Source: an optimization exercise on an open RTL-to-GDS flow (aim: small area, a short achievable clock period and few clock cycles). Production flows keep margins and buffers that such runs may drop.
Only simulation tests tie the RTL to the original design; equivalence was not proved.
Power figures rest on the tool's default switching activity, not on a simulated workload.

==> design.v <==
package cpu_pkg;
    localparam int DATA_W    = 16;
    localparam int ADDR_W    = 8;
    localparam int MEM_DEPTH = 256;
    localparam int REG_SEL_W = 4;
    localparam int NUM_REGS  = 16;
    localparam logic [3:0] OP_SYS    = 4'b0000;  
    localparam logic [3:0] OP_SETN   = 4'b0001;
    localparam logic [3:0] OP_LOADN  = 4'b0010;
    localparam logic [3:0] OP_STOREN = 4'b0011;
    localparam logic [3:0] OP_ADDN   = 4'b0101;
    localparam logic [3:0] OP_ADD    = 4'b0110;  
    localparam logic [3:0] OP_SUB    = 4'b0111;  
    localparam logic [3:0] OP_JUMPN  = 4'b1011;
    localparam logic [1:0] OP_JCOND  = 2'b11;    
    localparam logic [1:0] SYS_HALT  = 2'b00;
    localparam logic [1:0] SYS_WRITE = 2'b10;
    localparam logic [1:0] COND_EQZ = 2'b00;
    localparam logic [1:0] COND_NEZ = 2'b01;
    localparam logic [1:0] COND_GTZ = 2'b10;
    localparam logic [1:0] COND_LTZ = 2'b11;
    typedef logic [2:0] step_t;
    typedef enum logic [2:0] {
        BUS_NONE = 3'd0,  
        BUS_PC   = 3'd1,
        BUS_MEM  = 3'd2,
        BUS_REG  = 3'd3,
        BUS_ALU  = 3'd4,
        BUS_IMM  = 3'd5
    } bus_src_t;
    typedef enum logic {
        ALU_ADD = 1'b0,
        ALU_SUB = 1'b1   
    } alu_op_t;
endpackage
`timescale 1ns/100ps
import cpu_pkg::*;
module micro_sequencer (
    input  logic                 clk,
    input  logic                 rst,
    input  logic                 writing_program,
    input  logic [DATA_W-1:0]    bus,
    input  logic                 flags_zero,
    input  logic                 flags_sign,
    output logic [2:0]           bus_src,
    output logic [DATA_W-1:0]    imm_data,
    output logic                 mar_in,
    output logic                 mem_we,
    output logic                 pc_inc,
    output logic                 pc_jump,
    output logic                 tmp0_in,
    output logic                 tmp1_in,
    output logic                 flags_in,
    output logic                 reg_we,
    output logic [REG_SEL_W-1:0] reg_sel,
    output logic                 alu_op,
    output logic                 out_valid,
    output logic [DATA_W-1:0]    out_data,
    output logic                 halted
);
    logic [DATA_W-1:0] ir;
    logic [2:0]        step;
    logic              run;
    logic              last;       
    logic              ir_load;
    logic              out_load;
    logic              halt_set;
    logic              imm_zero;
    logic              jump_take;
    wire [3:0]           opcode = ir[15:12];
    wire [1:0]           cond   = ir[13:12];
    wire [REG_SEL_W-1:0] rx     = ir[11:8];
    wire [REG_SEL_W-1:0] ry     = ir[7:4];
    wire [REG_SEL_W-1:0] rz     = ir[3:0];
    assign run = !writing_program && !halted;
    assign imm_data = imm_zero ? '0 : {{(DATA_W-ADDR_W){1'b0}}, ir[ADDR_W-1:0]};
    always_comb begin
        case (cond)
            COND_EQZ: jump_take = flags_zero;
            COND_NEZ: jump_take = !flags_zero;
            COND_GTZ: jump_take = !flags_zero && !flags_sign;
            default:  jump_take = flags_sign;    
        endcase
    end
    always_comb begin
        bus_src  = BUS_NONE;
        mar_in   = 1'b0;
        mem_we   = 1'b0;
        pc_inc   = 1'b0;
        pc_jump  = 1'b0;
        tmp0_in  = 1'b0;
        tmp1_in  = 1'b0;
        flags_in = 1'b0;
        reg_we   = 1'b0;
        reg_sel  = rx;
        alu_op   = ALU_ADD;
        ir_load  = 1'b0;
        out_load = 1'b0;
        halt_set = 1'b0;
        imm_zero = 1'b0;
        last     = 1'b0;
        if (run) begin
            if (step == 3'd0) begin             
                bus_src = BUS_PC;
                mar_in  = 1'b1;
            end else if (step == 3'd1) begin    
                bus_src = BUS_MEM;
                ir_load = 1'b1;
                pc_inc  = 1'b1;
            end else if (ir[15:14] == OP_JCOND) begin
                case (step)
                    3'd2: begin bus_src = BUS_REG; tmp0_in = 1'b1; end
                    3'd3: begin bus_src = BUS_IMM; imm_zero = 1'b1; tmp1_in = 1'b1; end
                    3'd4: begin alu_op = ALU_SUB; flags_in = 1'b1; end  
                    default: begin
                        bus_src = BUS_IMM;
                        pc_jump = jump_take;
                        last    = 1'b1;
                    end
                endcase
            end else begin
                case (opcode)
                    OP_SYS: begin
                        halt_set = (ir[1:0] == SYS_HALT);
                        if (ir[1:0] == SYS_WRITE) begin
                            bus_src  = BUS_REG;
                            out_load = 1'b1;
                        end
                        last = 1'b1;
                    end
                    OP_SETN: begin
                        bus_src = BUS_IMM;
                        reg_we  = 1'b1;
                        last    = 1'b1;
                    end
                    OP_LOADN, OP_STOREN: begin
                        if (step == 3'd2) begin     
                            bus_src = BUS_IMM;
                            mar_in  = 1'b1;
                        end else begin
                            bus_src = (opcode == OP_LOADN) ? BUS_MEM : BUS_REG;
                            reg_we  = (opcode == OP_LOADN);
                            mem_we  = (opcode == OP_STOREN);
                            last    = 1'b1;
                        end
                    end
                    OP_ADDN, OP_ADD, OP_SUB: begin
                        case (step)
                            3'd2: begin
                                bus_src = (opcode == OP_ADDN) ? BUS_IMM : BUS_REG;
                                reg_sel = ry;
                                tmp0_in = 1'b1;
                            end
                            3'd3: begin
                                bus_src = BUS_REG;
                                reg_sel = (opcode == OP_ADDN) ? rx : rz;
                                tmp1_in = 1'b1;
                            end
                            default: begin
                                bus_src = BUS_ALU;
                                alu_op  = (opcode == OP_SUB) ? ALU_SUB : ALU_ADD;
                                reg_we  = 1'b1;
                                last    = 1'b1;
                            end
                        endcase
                    end
                    OP_JUMPN: begin
                        bus_src = BUS_IMM;
                        pc_jump = 1'b1;
                        last    = 1'b1;
                    end
                    default: last = 1'b1;           
                endcase
            end
        end
    end
    always_ff @(posedge clk) begin
        if (rst) begin
            step      <= '0;
            ir        <= '0;
            out_valid <= 1'b0;
            halted    <= 1'b0;
        end else begin
            out_valid <= out_load;                 
            if (halt_set)
                halted <= 1'b1;                    
            if (ir_load)
                ir <= bus;
            if (writing_program)
                step <= '0;
            else if (run)
                step <= last ? 3'd0 : step + 3'd1;
        end
    end
    always_ff @(posedge clk) begin
        if (out_load)
            out_data <= bus;
    end
endmodule
`timescale 1ns/100ps
import cpu_pkg::*;
module program_counter (
    input  logic              clk,
    input  logic              rst,
    input  logic              pc_inc,
    input  logic              pc_jump,
    input  logic [DATA_W-1:0] bus,
    output logic [ADDR_W-1:0] pc
);
    always_ff @(posedge clk) begin
        if (rst) begin
            pc <= '0;
        end else if (pc_jump) begin
            pc <= bus[ADDR_W-1:0];          
        end else if (pc_inc) begin
            pc <= pc + ADDR_W'(1);          
        end
    end
endmodule
`timescale 1ns/100ps
import cpu_pkg::*;
module register_file (
    input  logic                 clk,
    input  logic                 rst,
    input  logic [REG_SEL_W-1:0] reg_sel,
    input  logic                 reg_we,
    input  logic [DATA_W-1:0]    bus,
    output logic [DATA_W-1:0]    rdata
);
    logic [DATA_W-1:0] regs [NUM_REGS];
    always_ff @(posedge clk) begin
        if (rst) begin
            for (int i = 0; i < NUM_REGS; i++) begin
                regs[i] <= '0;
            end
        end else if (reg_we && reg_sel != '0) begin    
            regs[reg_sel] <= bus;
        end
    end
    assign rdata = (reg_sel == '0) ? '0 : regs[reg_sel];
endmodule
`timescale 1ns/100ps
import cpu_pkg::*;
module alu_unit (
    input  logic              clk,
    input  logic              rst,
    input  logic              tmp0_in,
    input  logic              tmp1_in,
    input  logic              flags_in,
    input  logic              alu_op,
    input  logic [DATA_W-1:0] bus,
    output logic [DATA_W-1:0] result,
    output logic              flags_zero,
    output logic              flags_sign
);
    logic [DATA_W-1:0] tmp0;
    logic [DATA_W-1:0] tmp1;
    always_ff @(posedge clk) begin
        if (tmp0_in)
            tmp0 <= bus;
        if (tmp1_in)
            tmp1 <= bus;
    end
    always_comb begin
        case (alu_op)
            ALU_SUB: result = tmp0 - tmp1;    
            default: result = tmp0 + tmp1;
        endcase
    end
    always_ff @(posedge clk) begin
        if (rst) begin
            flags_zero <= 1'b0;
            flags_sign <= 1'b0;
        end else if (flags_in) begin
            flags_zero <= (result == '0);
            flags_sign <= result[DATA_W-1];
        end
    end
endmodule
`timescale 1ns/100ps
import cpu_pkg::*;
module program_memory (
    input  logic              clk,
    input  logic              writing_program,
    input  logic              prog_we,
    input  logic [ADDR_W-1:0] prog_addr,
    input  logic [DATA_W-1:0] prog_wdata,
    input  logic              mar_in,
    input  logic              mem_we,
    input  logic [DATA_W-1:0] bus,
    output logic [DATA_W-1:0] rdata
);
    logic [DATA_W-1:0] mem [MEM_DEPTH];
    logic [ADDR_W-1:0] mar;
    always_ff @(posedge clk) begin
        if (writing_program) begin
            if (prog_we)
                mem[prog_addr] <= prog_wdata;    
        end else begin
            if (mar_in)
                mar <= bus[ADDR_W-1:0];
            if (mem_we)
                mem[mar] <= bus;
        end
    end
    assign rdata = mem[mar];     
endmodule
`timescale 1ns/100ps
import cpu_pkg::*;
module cpu_top (
    input  logic              clk,
    input  logic              rst,
    input  logic              writing_program,
    input  logic              prog_we,
    input  logic [ADDR_W-1:0] prog_addr,
    input  logic [DATA_W-1:0] prog_wdata,
    output logic              out_valid,
    output logic [DATA_W-1:0] out_data,
    output logic              halted
);
    logic [DATA_W-1:0]    bus;
    logic [2:0]           bus_src;
    logic [DATA_W-1:0]    imm_data;
    logic                 mar_in;
    logic                 mem_we;
    logic                 pc_inc;
    logic                 pc_jump;
    logic                 tmp0_in;
    logic                 tmp1_in;
    logic                 flags_in;
    logic                 reg_we;
    logic [REG_SEL_W-1:0] reg_sel;
    logic                 alu_op;
    logic                 flags_zero;
    logic                 flags_sign;
    logic [ADDR_W-1:0]    pc;
    logic [DATA_W-1:0]    mem_rdata;
    logic [DATA_W-1:0]    reg_rdata;
    logic [DATA_W-1:0]    alu_result;
    always_comb begin
        case (bus_src)
            BUS_PC:  bus = {{(DATA_W-ADDR_W){1'b0}}, pc};
            BUS_MEM: bus = mem_rdata;
            BUS_REG: bus = reg_rdata;
            BUS_ALU: bus = alu_result;
            BUS_IMM: bus = imm_data;
            default: bus = '0;
        endcase
    end
    micro_sequencer seq0 (
        .clk(clk), .rst(rst), .writing_program(writing_program), .bus(bus),
        .flags_zero(flags_zero), .flags_sign(flags_sign), .bus_src(bus_src),
        .imm_data(imm_data), .mar_in(mar_in), .mem_we(mem_we), .pc_inc(pc_inc),
        .pc_jump(pc_jump), .tmp0_in(tmp0_in), .tmp1_in(tmp1_in), .flags_in(flags_in),
        .reg_we(reg_we), .reg_sel(reg_sel), .alu_op(alu_op), .out_valid(out_valid),
        .out_data(out_data), .halted(halted)
    );
    program_counter pc0 (
        .clk(clk), .rst(rst), .pc_inc(pc_inc), .pc_jump(pc_jump), .bus(bus), .pc(pc)
    );
    register_file regs0 (
        .clk(clk), .rst(rst), .reg_sel(reg_sel), .reg_we(reg_we), .bus(bus),
        .rdata(reg_rdata)
    );
    alu_unit alu0 (
        .clk(clk), .rst(rst), .tmp0_in(tmp0_in), .tmp1_in(tmp1_in), .flags_in(flags_in),
        .alu_op(alu_op), .bus(bus), .result(alu_result), .flags_zero(flags_zero),
        .flags_sign(flags_sign)
    );
    program_memory mem0 (
        .clk(clk), .writing_program(writing_program), .prog_we(prog_we),
        .prog_addr(prog_addr), .prog_wdata(prog_wdata), .mar_in(mar_in),
        .mem_we(mem_we), .bus(bus), .rdata(mem_rdata)
    );
endmodule
==> run.sh <==
#!/bin/bash
# synth_recipe.tcl (not shown) runs the flow's synth.tcl, then flattens the netlist and writes it again
# the make line also repeats each setting of config.mk as NAME=value (left out here)
make -C /OpenROAD-flow-scripts/flow DESIGN_CONFIG=/design/flow/config.mk WORK_HOME=/design/flow/orfs CLKGATE_MAP_FILE= SYNTH_SCRIPT=/design/flow/synth_recipe.tcl finish
==> config.mk <==
export PLATFORM = sky130hd
export DESIGN_NAME = cpu_top
export DESIGN_NICKNAME = cpu_top
export VERILOG_FILES = /design/flow/design.v
export SDC_FILE = /design/flow/constraint.sdc
export NUM_CORES = 4
export LEC_CHECK = 0
export CAP_MARGIN = 20
export CORE_MARGIN = 2
export CORE_UTILIZATION = 38
export SLEW_MARGIN = 20
==> constraint.sdc <==
create_clock -name core_clock -period 10.0 [get_ports {clk}]
set_input_delay 2.0000 -clock core_clock [delete_from_list [all_inputs] [get_ports {clk}]]
set_output_delay 2.0000 -clock core_clock [all_outputs]
set_load 0.01 [all_outputs]
==> flow_summary.toml <==
[outcome]
run_status = "finished clean"

[worst_setup_path]
path_class = "primary input to flip-flop"
arrival_ps = 8460
cpMaxStageDelayCell = "sky130_fd_sc_hd__o41ai_1"
cp_max_fo = 127
path_cells = "clkdlybuf4s50_1, nor2_2, and2_0, nand3_1, o31ai_1, xor2_1, ha_1, or4_1, o41ai_1, o21ai_0, xnor2_1, a2111oi_0, a31o_2, o21ai_4, buf_6"
start_kind = "primary input"
crit_path_max_incr_delay_ps = 860
critical_path.endpoint_type = "flip-flop"
worst_ep_required_time_ps = 10640

[route]
drt_pass1_iterations = 6
detailroute.via_count = 93720
drc = 0
via_per_inst = 6.013
routed_wire_length_per_instance_microns = 34.31
routed_wl_mm = 534.7
drt_iter0_drc = 13640
post_drt_antenna_nets = 0

[flow_run]
maxCapViolCount = 0

[synthesis]
post_synth.cell_area_avg_sq_um = 20.39
yosysWarnings = 6
syn_inst = 8583
postSynth.asyncResetShare_pct = 0
yosysSeqAreaShare_pct = 75.87
synth_area_sq_um = 175000
synth_most_common_cell = "sky130_fd_sc_hd__edfxtp_1"
post_synth_edffs = 4395
ys_ff_latch = 4434
netlist_top_cells_area = "sky130_fd_sc_hd__edfxtp_1 75%, sky130_fd_sc_hd__mux4_2 13%, sky130_fd_sc_hd__mux2i_1 2.2%"
count_of_cell_types_in_the_netlist = 98
synth.largest_area_cell = "sky130_fd_sc_hd__edfxtp_1"
synth.top_cells.by_count = "4,395 x sky130_fd_sc_hd__edfxtp_1, 983 x sky130_fd_sc_hd__mux4_2, 597 x sky130_fd_sc_hd__nor2_1"
synthFlopType = "sky130_fd_sc_hd__edfxtp_1"
synth_top_area_share_pct = 75.43

[global_routing]
grt.met3_usage_pct = 5.545
first_global_vias = 90980
grt.met1_usage_pct = 30.63
globalRoute.totalOverflow = 0
largest_net_degree_at_the_start_of_global_routing = 253
global_routing_met2_resource_utilization_pct = 34.94
grt_antenna_before_repair = 28
global_route.peak_usage_layer = "met2"
grt_first_pass_wirelength_mm = 736.6
global_route_usage_sum_pct = 22.55

[timing]
timing.clock.skew_ps = 65.27
slew_headroom_pct = 15.54
period_needed_ps = 7818
worst_pin_slew_ps = 1262
max_clock_freq_ghz = 0.1279
setup_viol = 0
rsz0062_at_grt = "false"
setup_ws_post_layout_ps = 2182
post-route-period-util_pct = 78.18
finalMaxSlewViolations = 0
report.final.hold_viol_count = 0
fin_hold_ws_ps = 551.1

[cts]
ctsHoldBuffers = 0
cts_resized = 0
max-clock-path-buffers = 4
clock-sinks = 4434
ctsHtreeMaxLevel = 5
cts.reportedPaths.clkPinSlew_ps = 60
tritoncts = "done"
clk-insertion-delay-late_ps = 1020
postCtsSetupRepairBufs = 0
cts.root.buffer_cell = "sky130_fd_sc_hd__clkbuf_16"
cts_inserted_buffers = 442

[cells_and_area]
area_growth_pct = 14.39
final_instance_area_sq_um = 200200
fin_cells = 15590
num-nets-final = 9100
drive_above_1_share_pct = 26.38
post-route-util_pct = 43.59

[placed_design]
placed_cells_incl_taps = 14750
placed_cell_area_sq_um = 185300
buffer_ports.inserted = 45
dp_hpwl_mm = 315.7
globalplace.congestion = 0.9300
pre_cts_slack_ps = 1101

[floorplanning]
chipHeight_microns = 682.6
core_sq_um = 459200
floorplan.initialDensity_pct = 38.10
horiz_die_dim_microns = 682.6
fp-row-count = 249
top_level_ports = 46
fp.dieArea_sq_um = 465900

[power]
total_power_density_per_cell_area_nw_per_um2 = 198.4
leak_pwr_uw = 0.06130
vdd_ir_drop_max_mv = 0.1653

[hold_path]
hold_class = "flip-flop to flip-flop"
layout make-up:
cell class	instances	area [sq um]
timing repair buffer	545	4842
sequential	4434	132800
multi-input combinational	3580	40040
fill	39090	259100
inverter	46	183.9
clock buffer	541	11550
tap	6149	7694
antenna	15	37.54
clock inverter	277	3028
layer usage:
layer / up-vias / part of all wire (%)
met5: - / 0.043
met4: 23 / 4.7
met3: 1081 / 11
met2: 5766 / 46
met1: 50140 / 38
li1: 36710 / -
worst max-delay path: cells and delay by family:
family          cells  cell delay (ps)
compound gates      6             2670
simple gates        4             1510
buf+inv             2             1330
xor+xnor            2              480
fa+ha+maj           1              260
cell families after synthesis:
group	synth area share (%)
muxes	14.95
DFF	75.87
and+or+nand+nor	3.098
buffers and inverters	1.897
xor gates and xnor gates	0.1301
other	0.002143
AOI/OAI and AO/OA	3.880
adders and majority gates	0.1688
per-stage QoR:
step	power, uW	setup TNS, ps
after floorplan	22360	-7099760
after global placement	23240	0
after detailed placement	23290	0
after CTS	39820	0
after global routing	40610	0
final	39700	0
registers in the layout (all words and copies together), names as in the netlist, named ones only:
name,flops
alu0.tmp0,16
mem0.mar,8
alu0.flags_sign,1
seq0.out_valid,1
alu0.tmp1,16
alu0.flags_zero,1
regs0.regs,243
pc0.pc,8
mem0.mem,4096
seq0.step,3
seq0.halted,1
seq0.ir,16
seq0.out_data,16
path summary, 6_finish.rpt:
path,start,end,slack (ps),depth (start not counted)
worst min register to register,alu0.flags_zero,alu0.flags_zero,550,2
worst max-delay path,writing_program,mem0.mem[117][15],2180,15
worst min-delay path,alu0.flags_zero,alu0.flags_zero,550,2
worst max register to register,flip-flop,mem0.mem[160][13],2550,11
cells in the final DEF, fill, tap and decap left out, drive strengths merged, types with 13 or more instances in the layout:
master and instances:
nand2 254, a21oi 142, nand3b 16, o2111ai 13
mux2 13, a221oi 125, a211oi 86, o31ai 41
and2 19, dfxtp 39, a31oi 28, nor4 16
o21ai 156, nor2 600, nand2b 39, nor2b 16
edfxtp 4395, nand4 21, inv 56, and3 49
nand3 60, o22ai 41, a22oi 67, nor3 66
mux2i 387, o211ai 15, or3 14, clkbuf 543
a221o 48, mux4 983, diode 15, clkdlybuf4s50 44
ha 22, buf 499, a22o 28, clkinv 190
clkinvlp 22, bufinv 55, xnor2 16
report_power, final:
part	internal (uW)	switching (uW)	leakage, uW	total, uW
clock network	9640	7140	0.00706	16800
registers	20500	50.1	0.0402	20500
logic	805	1590	0.0141	2400
total	30900	8780	0.0613	39700
Testbench counts, summed over its fixed seeds: cycles 62,915.

[port drivers added, routing unchanged]
No port has a modelled driver above. Below, the same layout with a new extraction and two added sets of constraints.
Step 1 assumes that a clkbuf_16 drives the clock port and a buf_2 every other input.
Step 2 also shifts input and output timing later by t, the mid clock arrival at the registers, as if the neighbouring blocks saw the same clock.
a / b / c = no drivers / after step 1 / after step 2; a / b = the first two.
shift t [ns]: 1.101
setup slack, ns: 2.182 / 2.270 / 1.169
worst hold slack (ns): 0.551 / 0.551 / 0.551
worst register clock-pin slew, ns: 0.07 / 0.07
cell pins on the clock port's net: 1
After both steps setup and hold are still met in this run. For this run, drivers alone change the setup slack by +0.088 ns; drivers and shift together by -1.013 ns.
